What follows belongs to an exercise in optimizing a design on an open flow for small area, a short achievable clock period and few clock cycles per item; a production flow would make more cautious choices. Where RTL was checked, it was by simulation tests only, not by an equivalence proof against the original. Power and IR drop assume default switching activity.

==> module dequantizer, before the edit <==
module dequantizer (
    input  logic [4:0]  scale,       
    input  logic [7:0]  in_value,
    output logic [11:0] out_half     
);
    logic [2:0] pos;
    logic [7:0] norm;
    always_comb begin
        pos = '0;
        for (int i = 0; i < 8; i++) begin
            if (in_value[i]) pos = i[2:0];
        end
        norm = in_value << (3'd7 - pos);
        if (in_value == 8'd0) begin
            out_half = '0;
        end else begin
            out_half = {scale + (5'd15 + {2'd0, pos}), norm[6:0]};
        end
    end
endmodule
export LEC_CHECK = 0
export CAP_MARGIN = 20
export CORE_MARGIN = 2
export CORE_UTILIZATION = 60
export SLEW_MARGIN = 20
export TNS_END_PERCENT = 20
create_clock -name core_clock -period 9.0 [get_ports {clk}]
standard.sh (not shown) runs the stock make flow with config.mk's settings and CLKGATE_MAP_FILE= SYNTH_SCRIPT=/design/flow/synth_recipe.tcl, a recipe that flattens the netlist after the stock synthesis.
==> flow/flow/run.sh <==
#!/bin/bash
# The standard layout, with buf_1 port buffers, a tighter repair target and
# a clock tree without dummy loads.
export BUFFER_PORTS_ARGS="-buffer_cell sky130_fd_sc_hd__buf_1"
export SETUP_SLACK_MARGIN=6.2
export CTS_ARGS="-sink_clustering_enable -repair_clock_nets -dont_use_dummy_load -buf_list {sky130_fd_sc_hd__clkbuf_4 sky130_fd_sc_hd__clkbuf_8} -sink_clustering_size 20 -sink_clustering_max_diameter 60"
bash standard.sh > standard.log 2>&1
Testbench counts at the start, summed over its fixed seeds: cycles 67,917, items 74,830.
Edit:
--- a/flow/design.v
+++ b/flow/design.v
@@ -126,16 +126,21 @@
     output logic [11:0] out_half     
 );
-    logic [2:0] pos;
-    logic [7:0] norm;
+    logic       s4;
+    logic       s2;
+    logic       s1;
+    logic [7:0] v4;
+    logic [7:0] v2;
+    logic [7:0] v1;
     always_comb begin
-        pos = '0;
-        for (int i = 0; i < 8; i++) begin
-            if (in_value[i]) pos = i[2:0];
-        end
-        norm = in_value << (3'd7 - pos);
-        if (in_value == 8'd0) begin
+        s4 = (in_value[7:4] == 4'd0);
+        v4 = s4 ? {in_value[3:0], 4'd0} : in_value;
+        s2 = (v4[7:6] == 2'd0);
+        v2 = s2 ? {v4[5:0], 2'd0} : v4;
+        s1 = !v2[7];
+        v1 = s1 ? {v2[6:0], 1'b0} : v2;
+        if (!v1[7]) begin
             out_half = '0;
         end else begin
-            out_half = {scale + (5'd15 + {2'd0, pos}), norm[6:0]};
+            out_half = {scale + (5'd15 + {2'd0, !s4, !s2, !s1}), v1[6:0]};
         end
     end
The changed run finished clean.
Synthesized area is lower by 1.0%.
Maximum frequency is lower by 0.98%.
Wire length is higher by 3.7%.
Sequential share of layout area is lower by 1.3 points.
Clock skew is lower by 0.0036 ns.
Core utilization is higher by 2.5 points.
Clock power hardly moves.
No functional check of the RTL was part of the second run of this note.

* * *

dequant_quant_top, a different RTL version from the one above (not shown whole).
Size: roughly 1200 cells after synthesis, about 160 I/O pins, roughly 0.013 mm^2 of cells after synthesis.
==> module dq_config, before the edit <==
module dq_config (
    input  logic        clk,
    input  logic        rst_n,
    input  logic        activate,
    input  logic [24:0] up_cfg_in,
    input  logic [24:0] down_cfg_in,
    output logic [3:0]  up_bw,
    output logic [4:0]  up_base,      
    output logic [3:0]  dn_bw,
    output logic [4:0]  dn_lo,        
    output logic        run
);
    always_ff @(posedge clk or negedge rst_n) begin
        if (!rst_n) begin
            run <= 1'b0;
        end else begin
            run <= activate;
        end
    end
    always_ff @(posedge clk) begin
        up_bw   <= up_cfg_in[24:21];
        up_base <= 5'd15 + up_cfg_in[20:16];
        dn_bw   <= down_cfg_in[24:21];
        dn_lo   <= 5'd15 - down_cfg_in[20:16];
    end
endmodule
==> module bit_extractor, before the edit <==
module bit_extractor (
    input  logic        clk,
    input  logic        run,
    input  logic        activate,
    input  logic [3:0]  bw,
    input  logic [15:0] num_in,      
    input  logic        in_valid,
    input  logic [31:0] in_data,
    output logic        in_ready,
    output logic        out_valid,
    output logic [7:0]  out_value,
    input  logic        out_ready
);
    logic [31:0] w;
    logic [14:0] l;
    logic [5:0]  p;
    logic [15:0] rem;        
    logic        f1;         
    logic        f2;         
    logic        rem_nz;
    logic        rem_gt1;
    logic        rem_gt2;
    logic        pop;
    logic        load;
    logic [5:0]  p_pop;      
    logic [5:0]  p_sel;
    logic        f2_pop;     
    logic        need_pop;
    logic        need_stay;
    logic [7:0]  mask;
    logic [54:0] win;
    assign rem_nz  = (rem != 16'd0);
    assign rem_gt1 = (rem[15:1] != 15'd0);
    assign rem_gt2 = rem_gt1 && (rem != 16'd2);
    assign pop  = rem_nz && !f1 && (!out_valid || out_ready);
    assign load = in_valid && in_ready;
    assign p_pop  = p + {2'd0, bw};
    assign f2_pop = ({1'b0, p} + {3'd0, bw} + {2'd0, bw, 1'b0}) > 7'd47;
    assign need_pop  = rem_gt2 ? f2_pop : (rem_gt1 && f2);
    assign need_stay = rem_gt1 ? f2 : (rem_nz && f1);
    assign p_sel = pop ? p_pop : p;
    always_comb begin
        for (int i = 0; i < 8; i++) mask[i] = (i < bw);
    end
    assign win = {8'd0, w, l};
    always_ff @(posedge clk) begin
        if (!run) begin
            p         <= 6'd47;
            rem       <= num_in;
            f1        <= 1'b1;
            f2        <= 1'b1;
            out_valid <= 1'b0;
            in_ready  <= activate && (num_in != 16'd0);
        end else begin
            p         <= {p_sel[5] && !load, p_sel[4:0]};
            f1        <= !load && (pop ? f2 : f1);
            f2        <= !load && (pop ? f2_pop : f2);
            in_ready  <= activate && !load && (pop ? need_pop : need_stay);
            if (pop) begin
                rem <= rem - 16'd1;
            end
            if (!out_valid || out_ready) begin
                out_valid <= pop;
            end
        end
        if (load) begin
            w <= in_data;
            l <= w[31:17];
        end
        if (pop) begin
            out_value <= win[p +: 8] & mask;
        end
    end
endmodule
==> module dequantizer, before the edit <==
module dequantizer (
    input  logic [4:0]  base,        
    input  logic [7:0]  in_value,
    output logic [11:0] out_half     
);
    logic [2:0] pos;
    logic [7:0] norm;
    always_comb begin
        pos = '0;
        for (int i = 0; i < 8; i++) begin
            if (in_value[i]) pos = i[2:0];
        end
        norm = in_value << (3'd7 - pos);
        if (in_value == 8'd0) begin
            out_half = '0;
        end else begin
            out_half = {base + {2'd0, pos}, norm[6:0]};
        end
    end
endmodule
==> module quantizer, before the edit <==
module quantizer (
    input  logic [4:0]  lo,          
    input  logic [3:0]  bw,
    input  logic [15:0] in_half,
    output logic [7:0]  out_value
);
    logic        s;
    logic [4:0]  e;
    logic [10:0] mant;
    logic [5:0]  hi;
    logic [7:0]  max;
    logic [7:0]  hit;
    logic [7:0]  norm;
    assign s    = in_half[15];
    assign e    = in_half[14:10];
    assign mant = {1'b1, in_half[9:0]};
    assign hi   = {1'b0, lo} + {2'd0, bw};
    always_comb begin
        for (int i = 0; i < 8; i++) max[i] = (i < bw);
        for (int k = 0; k < 8; k++) hit[k] = (e[2:0] == 3'(lo[2:0] + 3'(k)));
        norm = '0;
        for (int k = 0; k < 8; k++) begin
            if (hit[k]) norm = norm | 8'(mant >> (10 - k));
        end
        if (s || (e == 5'd0)) begin
            out_value = '0;
        end else if ((e == 5'd31) || ({1'b0, e} >= hi)) begin
            out_value = max;
        end else if (e < lo) begin
            out_value = '0;
        end else begin
            out_value = norm;
        end
    end
endmodule
==> module dequant_quant_top, before the edit <==
module dequant_quant_top (
    input  logic        clk,
    input  logic        rst_n,
    input  logic        activate,
    input  logic [24:0] up_cfg,
    input  logic [24:0] down_cfg,
    input  logic        rcv_valid,
    input  logic [32:0] rcv_beat,
    output logic        rcv_ready,
    output logic        deq_valid,
    output logic [15:0] deq_data,
    input  logic        deq_ready,
    input  logic        q_valid,
    input  logic [15:0] q_data,
    output logic        q_ready,
    output logic        trm_valid,
    output logic [32:0] trm_beat,
    input  logic        trm_ready
);
    logic        run;
    logic [3:0]  up_bw;
    logic [4:0]  up_base;
    logic [3:0]  dn_bw;
    logic [4:0]  dn_lo;
    logic        ext_valid;
    logic [7:0]  ext_value;
    logic        ext_ready;
    logic [11:0] dq_half;
    logic [11:0] out_half;
    logic [7:0]  qz_value;
    dq_config cfg0 (
        .clk(clk), .rst_n(rst_n), .activate(activate),
        .up_cfg_in(up_cfg), .down_cfg_in(down_cfg),
        .up_bw(up_bw), .up_base(up_base), .dn_bw(dn_bw), .dn_lo(dn_lo),
        .run(run)
    );
    bit_extractor ext0 (
        .clk(clk), .run(run), .activate(activate), .bw(up_bw), .num_in(up_cfg[15:0]),
        .in_valid(rcv_valid), .in_data(rcv_beat[32:1]), .in_ready(rcv_ready),
        .out_valid(ext_valid), .out_value(ext_value), .out_ready(ext_ready)
    );
    dequantizer deq0 (.base(up_base), .in_value(ext_value), .out_half(dq_half));
    stream_fifo #(.WIDTH(12)) up_out (
        .clk(clk), .run(run),
        .wr_valid(ext_valid), .wr_data(dq_half), .wr_ready(ext_ready),
        .rd_valid(deq_valid), .rd_data(out_half), .rd_ready(deq_ready)
    );
    assign deq_data = {1'b0, out_half, 3'b000};
    quantizer qnt0 (.lo(dn_lo), .bw(dn_bw), .in_half(q_data), .out_value(qz_value));
    bit_packer pack0 (
        .clk(clk), .run(run), .activate(activate), .bw(dn_bw), .num_in(down_cfg[15:0]),
        .in_valid(q_valid), .in_value(qz_value), .in_ready(q_ready),
        .out_valid(trm_valid), .out_beat(trm_beat), .out_ready(trm_ready)
    );
endmodule
==> flow/config.mk <==
export PLATFORM = sky130hd
export DESIGN_NAME = dequant_quant_top
export DESIGN_NICKNAME = dequant_quant_top
export VERILOG_FILES = /design/flow/design.v
export SDC_FILE = /design/flow/constraint.sdc
export NUM_CORES = 4
export LEC_CHECK = 0
export CAP_MARGIN = 20
export CORE_MARGIN = 2
export CORE_UTILIZATION = 60
export SLEW_MARGIN = 20
==> flow/constraint.sdc <==
create_clock -name core_clock -period 9.0 [get_ports {clk}]
set_input_delay 1.8000 -clock core_clock [delete_from_list [all_inputs] [get_ports {clk}]]
set_output_delay 1.8000 -clock core_clock [all_outputs]
set_load 0.01 [all_outputs]
==> flow/flow/run.sh <==
#!/bin/bash
# The standard layout, with buf_1 port buffers, a tighter repair target and
# a clock tree without dummy loads.
export BUFFER_PORTS_ARGS="-buffer_cell sky130_fd_sc_hd__buf_1"
export SETUP_SLACK_MARGIN=6.2
export CTS_ARGS="-sink_clustering_enable -repair_clock_nets -dont_use_dummy_load -buf_list {sky130_fd_sc_hd__clkbuf_8} -sink_clustering_size 16 -sink_clustering_max_diameter 50"
bash standard.sh > standard.log 2>&1
Testbench counts at the start, summed over its fixed seeds: cycles 67,574, items 74,830.
Then changed:
--- a/flow/design.v
+++ b/flow/design.v
@@ -9,10 +9,7 @@
     input  logic        rst_n,
     input  logic        activate,
-    input  logic [24:0] up_cfg_in,
     input  logic [24:0] down_cfg_in,
-    output logic [3:0]  up_bw,
-    output logic [4:0]  up_base,      
-    output logic [3:0]  dn_bw,
     output logic [4:0]  dn_lo,        
+    output logic [5:0]  dn_hi,        
     output logic        run
 );
@@ -25,8 +22,6 @@
     end
     always_ff @(posedge clk) begin
-        up_bw   <= up_cfg_in[24:21];
-        up_base <= 5'd15 + up_cfg_in[20:16];
-        dn_bw   <= down_cfg_in[24:21];
-        dn_lo   <= 5'd15 - down_cfg_in[20:16];
+        dn_lo <= 5'd15 - down_cfg_in[20:16];
+        dn_hi <= {1'b0, 5'd15 - down_cfg_in[20:16]} + {2'd0, down_cfg_in[24:21]};
     end
 endmodule
@@ -62,5 +57,11 @@
     logic        need_stay;
     logic [7:0]  mask;
-    logic [54:0] win;
+    logic [46:0] win;
+    logic [38:0] s32;
+    logic [22:0] s16;
+    logic [14:0] s8;
+    logic [10:0] s4;
+    logic [8:0]  s2;
+    logic [7:0]  s1;
     assign rem_nz  = (rem != 16'd0);
     assign rem_gt1 = (rem[15:1] != 15'd0);
@@ -76,5 +77,13 @@
         for (int i = 0; i < 8; i++) mask[i] = (i < bw);
     end
-    assign win = {8'd0, w, l};
+    assign win = {w, l};
+    always_comb begin
+        for (int i = 0; i < 39; i++) s32[i] = (p[5] && i < 15) ? win[i+32] : win[i];
+        for (int i = 0; i < 23; i++) s16[i] = p[4] ? s32[i+16] : s32[i];
+        for (int i = 0; i < 15; i++) s8[i]  = p[3] ? s16[i+8]  : s16[i];
+        for (int i = 0; i < 11; i++) s4[i]  = p[2] ? s8[i+4]   : s8[i];
+        for (int i = 0; i < 9; i++)  s2[i]  = p[1] ? s4[i+2]   : s4[i];
+        for (int i = 0; i < 8; i++)  s1[i]  = p[0] ? s2[i+1]   : s2[i];
+    end
     always_ff @(posedge clk) begin
         if (!run) begin
@@ -102,5 +111,5 @@
         end
         if (pop) begin
-            out_value <= win[p +: 8] & mask;
+            out_value <= s1 & mask;
         end
     end
@@ -108,5 +117,5 @@
 `timescale 1ns/1ps
 module dequantizer (
-    input  logic [4:0]  base,        
+    input  logic [4:0]  scale,       
     input  logic [7:0]  in_value,
     output logic [11:0] out_half     
@@ -123,5 +132,5 @@
             out_half = '0;
         end else begin
-            out_half = {base + {2'd0, pos}, norm[6:0]};
+            out_half = {scale + (5'd15 + {2'd0, pos}), norm[6:0]};
         end
     end
@@ -155,4 +164,5 @@
 module quantizer (
     input  logic [4:0]  lo,          
+    input  logic [5:0]  hi,          
     input  logic [3:0]  bw,
     input  logic [15:0] in_half,
@@ -162,5 +172,4 @@
     logic [4:0]  e;
     logic [10:0] mant;
-    logic [5:0]  hi;
     logic [7:0]  max;
     logic [7:0]  hit;
@@ -169,5 +178,4 @@
     assign e    = in_half[14:10];
     assign mant = {1'b1, in_half[9:0]};
-    assign hi   = {1'b0, lo} + {2'd0, bw};
     always_comb begin
         for (int i = 0; i < 8; i++) max[i] = (i < bw);
@@ -289,8 +297,6 @@
 );
     logic        run;
-    logic [3:0]  up_bw;
-    logic [4:0]  up_base;
-    logic [3:0]  dn_bw;
     logic [4:0]  dn_lo;
+    logic [5:0]  dn_hi;
     logic        ext_valid;
     logic [7:0]  ext_value;
@@ -301,14 +307,13 @@
     dq_config cfg0 (
         .clk(clk), .rst_n(rst_n), .activate(activate),
-        .up_cfg_in(up_cfg), .down_cfg_in(down_cfg),
-        .up_bw(up_bw), .up_base(up_base), .dn_bw(dn_bw), .dn_lo(dn_lo),
+        .down_cfg_in(down_cfg), .dn_lo(dn_lo), .dn_hi(dn_hi),
         .run(run)
     );
     bit_extractor ext0 (
-        .clk(clk), .run(run), .activate(activate), .bw(up_bw), .num_in(up_cfg[15:0]),
+        .clk(clk), .run(run), .activate(activate), .bw(up_cfg[24:21]), .num_in(up_cfg[15:0]),
         .in_valid(rcv_valid), .in_data(rcv_beat[32:1]), .in_ready(rcv_ready),
         .out_valid(ext_valid), .out_value(ext_value), .out_ready(ext_ready)
     );
-    dequantizer deq0 (.base(up_base), .in_value(ext_value), .out_half(dq_half));
+    dequantizer deq0 (.scale(up_cfg[20:16]), .in_value(ext_value), .out_half(dq_half));
     stream_fifo #(.WIDTH(12)) up_out (
         .clk(clk), .run(run),
@@ -317,7 +322,7 @@
     );
     assign deq_data = {1'b0, out_half, 3'b000};
-    quantizer qnt0 (.lo(dn_lo), .bw(dn_bw), .in_half(q_data), .out_value(qz_value));
+    quantizer qnt0 (.lo(dn_lo), .hi(dn_hi), .bw(down_cfg[24:21]), .in_half(q_data), .out_value(qz_value));
     bit_packer pack0 (
-        .clk(clk), .run(run), .activate(activate), .bw(dn_bw), .num_in(down_cfg[15:0]),
+        .clk(clk), .run(run), .activate(activate), .bw(down_cfg[24:21]), .num_in(down_cfg[15:0]),
         .in_valid(q_valid), .in_value(qz_value), .in_ready(q_ready),
         .out_valid(trm_valid), .out_beat(trm_beat), .out_ready(trm_ready)
After rerunning: The changed run finished clean. Wire length fell by 18%. Register-to-register slack loses 0.05 ns. Clock skew went down by 0.015 ns. Power is lower by 9.3%. Global-route usage drops by 2.3 points. Critical path depth climbs by 10.
No functional check of the RTL was part of the second run of this note.

* * *

## MS
The RTL this note starts from:
==> flow/design.v <==
package dq_pkg;
    localparam int DQ_DMA_WIDTH = 32;
    localparam int DQ_MAX_QWIDTH = 8;
    localparam int DQ_COUNT_WIDTH = 16;
endpackage
`timescale 1ns/1ps
module dq_config (
    input  logic        clk,
    input  logic        rst_n,
    input  logic        activate,
    input  logic [24:0] up_cfg_in,
    input  logic [24:0] down_cfg_in,
    output logic [3:0]  up_bw,
    output logic [3:0]  dn_bw,
    output logic [4:0]  dn_lo,        
    output logic        run
);
    always_ff @(posedge clk or negedge rst_n) begin
        if (!rst_n) begin
            run <= 1'b0;
        end else begin
            run <= activate;
        end
    end
    always_ff @(posedge clk) begin
        up_bw <= up_cfg_in[24:21];
        dn_bw <= down_cfg_in[24:21];
        dn_lo <= 5'd15 - down_cfg_in[20:16];
    end
endmodule
`timescale 1ns/1ps
module bit_extractor (
    input  logic        clk,
    input  logic        run,
    input  logic        activate,
    input  logic [3:0]  bw,          
    input  logic [15:0] num_in,      
    input  logic        in_valid,
    input  logic [31:0] in_data,
    output logic        in_ready,
    output logic        out_valid,
    output logic [7:0]  out_value,
    input  logic        out_ready
);
    logic [31:0] w;
    logic [9:0]  l;
    logic [5:0]  p;
    logic [15:0] rem;        
    logic        f1;         
    logic        f2;         
    logic        rem_nz;
    logic        rem_gt1;
    logic        rem_gt2;
    logic        pop;
    logic        load;
    logic [5:0]  p_pop;      
    logic [5:0]  p_sel;
    logic [5:0]  t2;         
    logic        f2_pop;     
    logic        need_pop;
    logic        need_stay;
    logic [7:0]  mask;
    logic [41:0] win;
    logic [38:0] s32;
    logic [22:0] s16;
    logic [14:0] s8;
    logic [10:0] s4;
    logic [8:0]  s2;
    logic [7:0]  s1;
    assign rem_nz  = (rem != 16'd0);
    assign rem_gt1 = (rem[15:1] != 15'd0);
    assign rem_gt2 = rem_gt1 && (rem != 16'd2);
    assign pop  = rem_nz && !f1 && (!out_valid || out_ready);
    assign load = in_valid && in_ready;
    assign p_pop  = p + {2'd0, bw};
    assign t2     = 6'd42 - {1'b0, bw, 1'b0};
    assign f2_pop = (p_pop > t2);
    assign need_pop  = rem_gt2 ? (f2_pop && p_pop[5]) : (rem_gt1 && f2);
    assign need_stay = rem_gt1 ? (f1 || (f2 && p[5])) : (rem_nz && f1);
    assign p_sel = pop ? p_pop : p;
    always_comb begin
        for (int i = 0; i < 8; i++) mask[i] = (i < bw);
    end
    assign win = {w, l};
    always_comb begin
        for (int i = 0; i < 39; i++) s32[i] = (p[5] && i < 10) ? win[i+32] : win[i];
        for (int i = 0; i < 23; i++) s16[i] = p[4] ? s32[i+16] : s32[i];
        for (int i = 0; i < 15; i++) s8[i]  = p[3] ? s16[i+8]  : s16[i];
        for (int i = 0; i < 11; i++) s4[i]  = p[2] ? s8[i+4]   : s8[i];
        for (int i = 0; i < 9; i++)  s2[i]  = p[1] ? s4[i+2]   : s4[i];
        for (int i = 0; i < 8; i++)  s1[i]  = p[0] ? s2[i+1]   : s2[i];
    end
    always_ff @(posedge clk) begin
        if (!run) begin
            p         <= 6'd42;
            rem       <= num_in;
            f1        <= 1'b1;
            f2        <= 1'b1;
            out_valid <= 1'b0;
            in_ready  <= activate && (num_in != 16'd0);
        end else begin
            p         <= {p_sel[5] && !load, p_sel[4:0]};
            f1        <= !load && (pop ? f2 : f1);
            f2        <= !load && (pop ? f2_pop : f2);
            in_ready  <= activate && !load && (pop ? need_pop : need_stay);
            if (pop) begin
                rem <= rem - 16'd1;
            end
            if (!out_valid || out_ready) begin
                out_valid <= pop;
            end
        end
        if (load) begin
            w <= in_data;
            l <= w[31:22];
        end
        if (pop) begin
            out_value <= s1 & mask;
        end
    end
endmodule
`timescale 1ns/1ps
module dequantizer (
    input  logic [4:0]  scale,       
    input  logic [7:0]  in_value,
    output logic [11:0] out_half     
);
    logic       s4;
    logic       s2;
    logic       s1;
    logic [7:0] v4;
    logic [7:0] v2;
    logic [7:0] v1;
    always_comb begin
        s4 = (in_value[7:4] == 4'd0);
        v4 = s4 ? {in_value[3:0], 4'd0} : in_value;
        s2 = (v4[7:6] == 2'd0);
        v2 = s2 ? {v4[5:0], 2'd0} : v4;
        s1 = !v2[7];
        v1 = s1 ? {v2[6:0], 1'b0} : v2;
        if (!v1[7]) begin
            out_half = '0;
        end else begin
            out_half = {scale + (5'd15 + {2'd0, !s4, !s2, !s1}), v1[6:0]};
        end
    end
endmodule
`timescale 1ns/1ps
module stream_fifo #(
    parameter int WIDTH = 16
) (
    input  logic             clk,
    input  logic             run,
    input  logic             wr_valid,
    input  logic [WIDTH-1:0] wr_data,
    output logic             wr_ready,
    output logic             rd_valid,
    output logic [WIDTH-1:0] rd_data,
    input  logic             rd_ready
);
    assign wr_ready = !rd_valid || rd_ready;
    always_ff @(posedge clk) begin
        if (!run) begin
            rd_valid <= 1'b0;
        end else if (wr_ready) begin
            rd_valid <= wr_valid;
        end
        if (wr_ready && wr_valid) begin
            rd_data <= wr_data;
        end
    end
endmodule
`timescale 1ns/1ps
module quantizer (
    input  logic [4:0]  lo,          
    input  logic [3:0]  bw,
    input  logic [15:0] in_half,
    output logic        sat,         
    output logic        zero,        
    output logic [7:0]  value        
);
    logic        s;
    logic [4:0]  e;
    logic [10:0] mant;
    logic [5:0]  hi;
    logic [7:0]  hit;
    logic [7:0]  norm;
    assign s    = in_half[15];
    assign e    = in_half[14:10];
    assign mant = {1'b1, in_half[9:0]};
    assign hi   = {1'b0, lo} + {2'd0, bw};
    always_comb begin
        for (int k = 0; k < 8; k++) hit[k] = (e[2:0] == 3'(lo[2:0] + 3'(k)));
        norm = '0;
        for (int k = 0; k < 8; k++) begin
            if (hit[k]) norm = norm | 8'(mant >> (10 - k));
        end
        zero  = s || (e == 5'd0) || (e < lo) || ({1'b0, e} >= hi);
        sat   = !s && (e != 5'd0) && ((e == 5'd31) || ({1'b0, e} >= hi));
        value = norm;
    end
endmodule
`timescale 1ns/1ps
module bit_packer (
    input  logic        clk,
    input  logic        run,
    input  logic        activate,
    input  logic [3:0]  bw,
    input  logic [15:0] num_in,      
    input  logic        in_valid,
    input  logic        in_sat,      
    input  logic        in_zero,     
    input  logic [7:0]  in_value,
    output logic        in_ready,
    output logic        out_valid,
    output logic [32:0] out_beat,
    input  logic        out_ready
);
    logic [15:0] rem;        
    logic [7:0]  qval;       
    logic        qsat;
    logic        qzero;
    logic [7:0]  max;
    logic [7:0]  qv_val;
    logic        qv;
    logic [38:0] acc;
    logic [5:0]  fill;
    logic        rem_nz;
    logic        rem_gt1;
    logic        done;
    logic        word_rdy;
    logic        push;
    logic        move;
    logic        take;
    logic [38:0] ins;
    logic [5:0]  fill_m;     
    logic [5:0]  fill_s;     
    assign rem_nz   = (rem != 16'd0);
    assign rem_gt1  = (rem[15:1] != 15'd0);
    assign done     = !rem_nz && !qv;
    assign word_rdy = fill[5] || (done && (fill != 6'd0));
    assign push     = run && qv && (!fill[5] || !out_valid);
    assign move     = word_rdy && (!out_valid || out_ready);
    assign take     = in_valid && in_ready;
    always_comb begin
        for (int i = 0; i < 8; i++) max[i] = (i < bw);
    end
    assign qv_val = !push ? 8'd0 : qsat ? max : (qzero ? 8'd0 : qval);
    assign ins    = {31'd0, qv_val} << fill[4:0];
    assign fill_m = {1'b0, fill[4:0] & {5{fill[5]}}} + (push ? {2'd0, bw} : 6'd0);
    assign fill_s = fill + (push ? {2'd0, bw} : 6'd0);
    logic [3:0] rdy_n;
    always_comb begin
        for (int k = 0; k < 4; k++) begin
            logic t, r, mv, nz, qvn, ovn;
            logic [5:0] fn;
            t   = k[1];
            r   = k[0];
            mv  = word_rdy && (!out_valid || r);
            nz  = t ? rem_gt1 : rem_nz;
            qvn = t || (qv && !push);
            ovn = mv || (out_valid && !r);
            fn  = mv ? fill_m : fill_s;
            rdy_n[k] = nz && (!qvn || !fn[5] || !ovn);
        end
    end
    always_ff @(posedge clk) begin
        if (!run) begin
            rem       <= num_in;
            qv        <= 1'b0;
            fill      <= '0;
            out_valid <= 1'b0;
            in_ready  <= activate && (num_in != 16'd0);
        end else begin
            if (take) begin
                rem <= rem - 16'd1;
            end
            qv        <= take || (qv && !push);
            fill      <= move ? fill_m : fill_s;
            out_valid <= move || (out_valid && !out_ready);
            in_ready  <= activate && rdy_n[{take, out_ready}];
        end
        acc <= (move || !run) ? ({32'd0, acc[38:32]} | ins) : (acc | ins);
        if (take) begin
            qval <= in_value;
            qsat <= in_sat;
            qzero <= in_zero;
        end
        if (move) begin
            out_beat <= {acc[31:0], done && (!fill[5] || fill == 6'd32)};
        end
    end
endmodule
`timescale 1ns/1ps
module dequant_quant_top (
    input  logic        clk,
    input  logic        rst_n,
    input  logic        activate,
    input  logic [24:0] up_cfg,
    input  logic [24:0] down_cfg,
    input  logic        rcv_valid,
    input  logic [32:0] rcv_beat,
    output logic        rcv_ready,
    output logic        deq_valid,
    output logic [15:0] deq_data,
    input  logic        deq_ready,
    input  logic        q_valid,
    input  logic [15:0] q_data,
    output logic        q_ready,
    output logic        trm_valid,
    output logic [32:0] trm_beat,
    input  logic        trm_ready
);
    logic        run;
    logic [3:0]  up_bw;
    logic [3:0]  dn_bw;
    logic [4:0]  dn_lo;
    logic        qz_sat;
    logic        qz_zero;
    logic        ext_valid;
    logic [7:0]  ext_value;
    logic        ext_ready;
    logic [11:0] dq_half;
    logic [11:0] out_half;
    logic [7:0]  qz_value;
    dq_config cfg0 (
        .clk(clk), .rst_n(rst_n), .activate(activate),
        .up_cfg_in(up_cfg), .down_cfg_in(down_cfg),
        .up_bw(up_bw), .dn_bw(dn_bw), .dn_lo(dn_lo),
        .run(run)
    );
    bit_extractor ext0 (
        .clk(clk), .run(run), .activate(activate), .bw(up_bw), .num_in(up_cfg[15:0]),
        .in_valid(rcv_valid), .in_data(rcv_beat[32:1]), .in_ready(rcv_ready),
        .out_valid(ext_valid), .out_value(ext_value), .out_ready(ext_ready)
    );
    dequantizer deq0 (.scale(up_cfg[20:16]), .in_value(ext_value), .out_half(dq_half));
    stream_fifo #(.WIDTH(12)) up_out (
        .clk(clk), .run(run),
        .wr_valid(ext_valid), .wr_data(dq_half), .wr_ready(ext_ready),
        .rd_valid(deq_valid), .rd_data(out_half), .rd_ready(deq_ready)
    );
    assign deq_data = {1'b0, out_half, 3'b000};
    quantizer qnt0 (.lo(dn_lo), .bw(dn_bw), .in_half(q_data), .sat(qz_sat), .zero(qz_zero), .value(qz_value));
    bit_packer pack0 (
        .clk(clk), .run(run), .activate(activate), .bw(dn_bw), .num_in(down_cfg[15:0]),
        .in_valid(q_valid), .in_sat(qz_sat), .in_zero(qz_zero), .in_value(qz_value), .in_ready(q_ready),
        .out_valid(trm_valid), .out_beat(trm_beat), .out_ready(trm_ready)
    );
endmodule
export LEC_CHECK = 0
export CAP_MARGIN = 20
export CORE_MARGIN = 2
export CORE_UTILIZATION = 60
export SLEW_MARGIN = 20
create_clock -name core_clock -period 9.0 [get_ports {clk}]
==> flow/flow/run.sh <==
#!/bin/bash
# The standard layout, with buf_1 port buffers, a tighter repair target and
# a clock tree without dummy loads.
export BUFFER_PORTS_ARGS="-buffer_cell sky130_fd_sc_hd__buf_1"
export SETUP_SLACK_MARGIN=6.2
export CTS_ARGS="-sink_clustering_enable -repair_clock_nets -dont_use_dummy_load -buf_list {sky130_fd_sc_hd__clkbuf_4 sky130_fd_sc_hd__clkbuf_8} -sink_clustering_size 20 -sink_clustering_max_diameter 60"
bash standard.sh > standard.log 2>&1
> inputs changed (MS -> JK)
--- a/flow/design.v
+++ b/flow/design.v
@@ -125,23 +125,18 @@
     input  logic [7:0]  in_value,
     output logic [11:0] out_half     
 );
-    logic       s4;
-    logic       s2;
-    logic       s1;
-    logic [7:0] v4;
-    logic [7:0] v2;
-    logic [7:0] v1;
+    logic [2:0] pos;
+    logic [7:0] norm;
     always_comb begin
-        s4 = (in_value[7:4] == 4'd0);
-        v4 = s4 ? {in_value[3:0], 4'd0} : in_value;
-        s2 = (v4[7:6] == 2'd0);
-        v2 = s2 ? {v4[5:0], 2'd0} : v4;
-        s1 = !v2[7];
-        v1 = s1 ? {v2[6:0], 1'b0} : v2;
-        if (!v1[7]) begin
+        pos = '0;
+        for (int i = 0; i < 8; i++) begin
+            if (in_value[i]) pos = i[2:0];
+        end
+        norm = in_value << (3'd7 - pos);
+        if (in_value == 8'd0) begin
             out_half = '0;
         end else begin
-            out_half = {scale + (5'd15 + {2'd0, !s4, !s2, !s1}), v1[6:0]};
+            out_half = {scale + (5'd15 + {2'd0, pos}), norm[6:0]};
         end
     end
 endmodule
@@ -239,14 +234,14 @@
     assign rem_gt1  = (rem[15:1] != 15'd0);
     assign done     = !rem_nz && !qv;
     assign word_rdy = fill[5] || (done && (fill != 6'd0));
-    assign push     = run && qv && (!fill[5] || !out_valid);
+    assign push     = qv && (!fill[5] || !out_valid);
     assign move     = word_rdy && (!out_valid || out_ready);
     assign take     = in_valid && in_ready;
     always_comb begin
         for (int i = 0; i < 8; i++) max[i] = (i < bw);
     end
-    assign qv_val = !push ? 8'd0 : qsat ? max : (qzero ? 8'd0 : qval);
-    assign ins    = {31'd0, qv_val} << fill[4:0];
+    assign qv_val = qsat ? max : (qzero ? 8'd0 : qval);
+    assign ins    = push ? ({31'd0, qv_val} << fill[4:0]) : 39'd0;
     assign fill_m = {1'b0, fill[4:0] & {5{fill[5]}}} + (push ? {2'd0, bw} : 6'd0);
     assign fill_s = fill + (push ? {2'd0, bw} : 6'd0);
     logic [3:0] rdy_n;
@@ -270,6 +265,7 @@
             qv        <= 1'b0;
             fill      <= '0;
             out_valid <= 1'b0;
+            acc       <= '0;
             in_ready  <= activate && (num_in != 16'd0);
         end else begin
             if (take) begin
@@ -278,9 +274,9 @@
             qv        <= take || (qv && !push);
             fill      <= move ? fill_m : fill_s;
             out_valid <= move || (out_valid && !out_ready);
+            acc       <= move ? ({32'd0, acc[38:32]} | ins) : (acc | ins);
             in_ready  <= activate && rdy_n[{take, out_ready}];
         end
-        acc <= (move || !run) ? ({32'd0, acc[38:32]} | ins) : (acc | ins);
         if (take) begin
             qval <= in_value;
             qsat <= in_sat;
==> run notes <==
JK vs MS: number of non-clock buffers down by a few percent. Compared with MS, in JK total cell area at the placement stage increased about 1.3%, share of synthesized area spent on multiplexers now larger, global-route usage moved up. The final cell count reported for JK is greater than that of MS by 20. [diff] combined area of all synthesized cells, JK relative to MS: regression. Higher first-pass GRT wire length goes to JK over MS.
Testbench counts of JK, summed over its fixed seeds: cycles 67,917, items 74,830.
Only the layout flow was run in MS; the RTL was not checked for function there.

[port drivers added, routing unchanged]
Ports are ideal in the flow. The routed layouts listed here were re-timed in OpenROAD.
Step 1 (the two cells are an assumption about what drives the block):
set clk [get_ports {clk}]
set_driving_cell -lib_cell sky130_fd_sc_hd__clkbuf_16 $clk
set_driving_cell -lib_cell sky130_fd_sc_hd__buf_2 [delete_from_list [all_inputs] $clk]
Step 2 adds t to the input delays and takes it off the output delays; t is the mean of the earliest and latest rising clock arrival at the registers after step 1. Input paths then give back, and output paths get back, about the clock's delay inside the block.
Three values: ideal, step 1, step 2; two values: the first two.
run | t, ns | slack for setup (ns) | hold slack, ns | worst setup path after step 2 | latest minus earliest clock arrival (ns)
the first run of note 1 | 0.534 | 6.150 / 6.106 / 5.663 | 0.441 / 0.441 / 0.441 | input to register | 0.040 / 0.040
the second run of note 1 | 0.539 | 6.122 / 6.078 / 5.632 | 0.432 / 0.432 / 0.432 | input to register | 0.040 / 0.040
the first run of note 2 | 0.595 | 6.017 / 5.974 / 5.471 | 0.374 / 0.374 / 0.374 | input to register | 0.061 / 0.061
the second run of note 2 | 0.551 | 5.218 / 5.224 / 4.673 | 0.406 / 0.406 / 0.406 | input to register | 0.046 / 0.046
MS | 0.543 | 6.104 / 6.061 / 5.620 | 0.391 / 0.391 / 0.391 | input to register | 0.063 / 0.063
JK | 0.547 | 6.112 / 6.068 / 5.706 | 0.434 / 0.434 / 0.434 | input to register | 0.080 / 0.080
After both steps setup and hold are still met in every run listed. The setup slack of the first run of note 2, which loses most, moves by -0.043 ns with the drivers and by -0.546 ns with both steps.
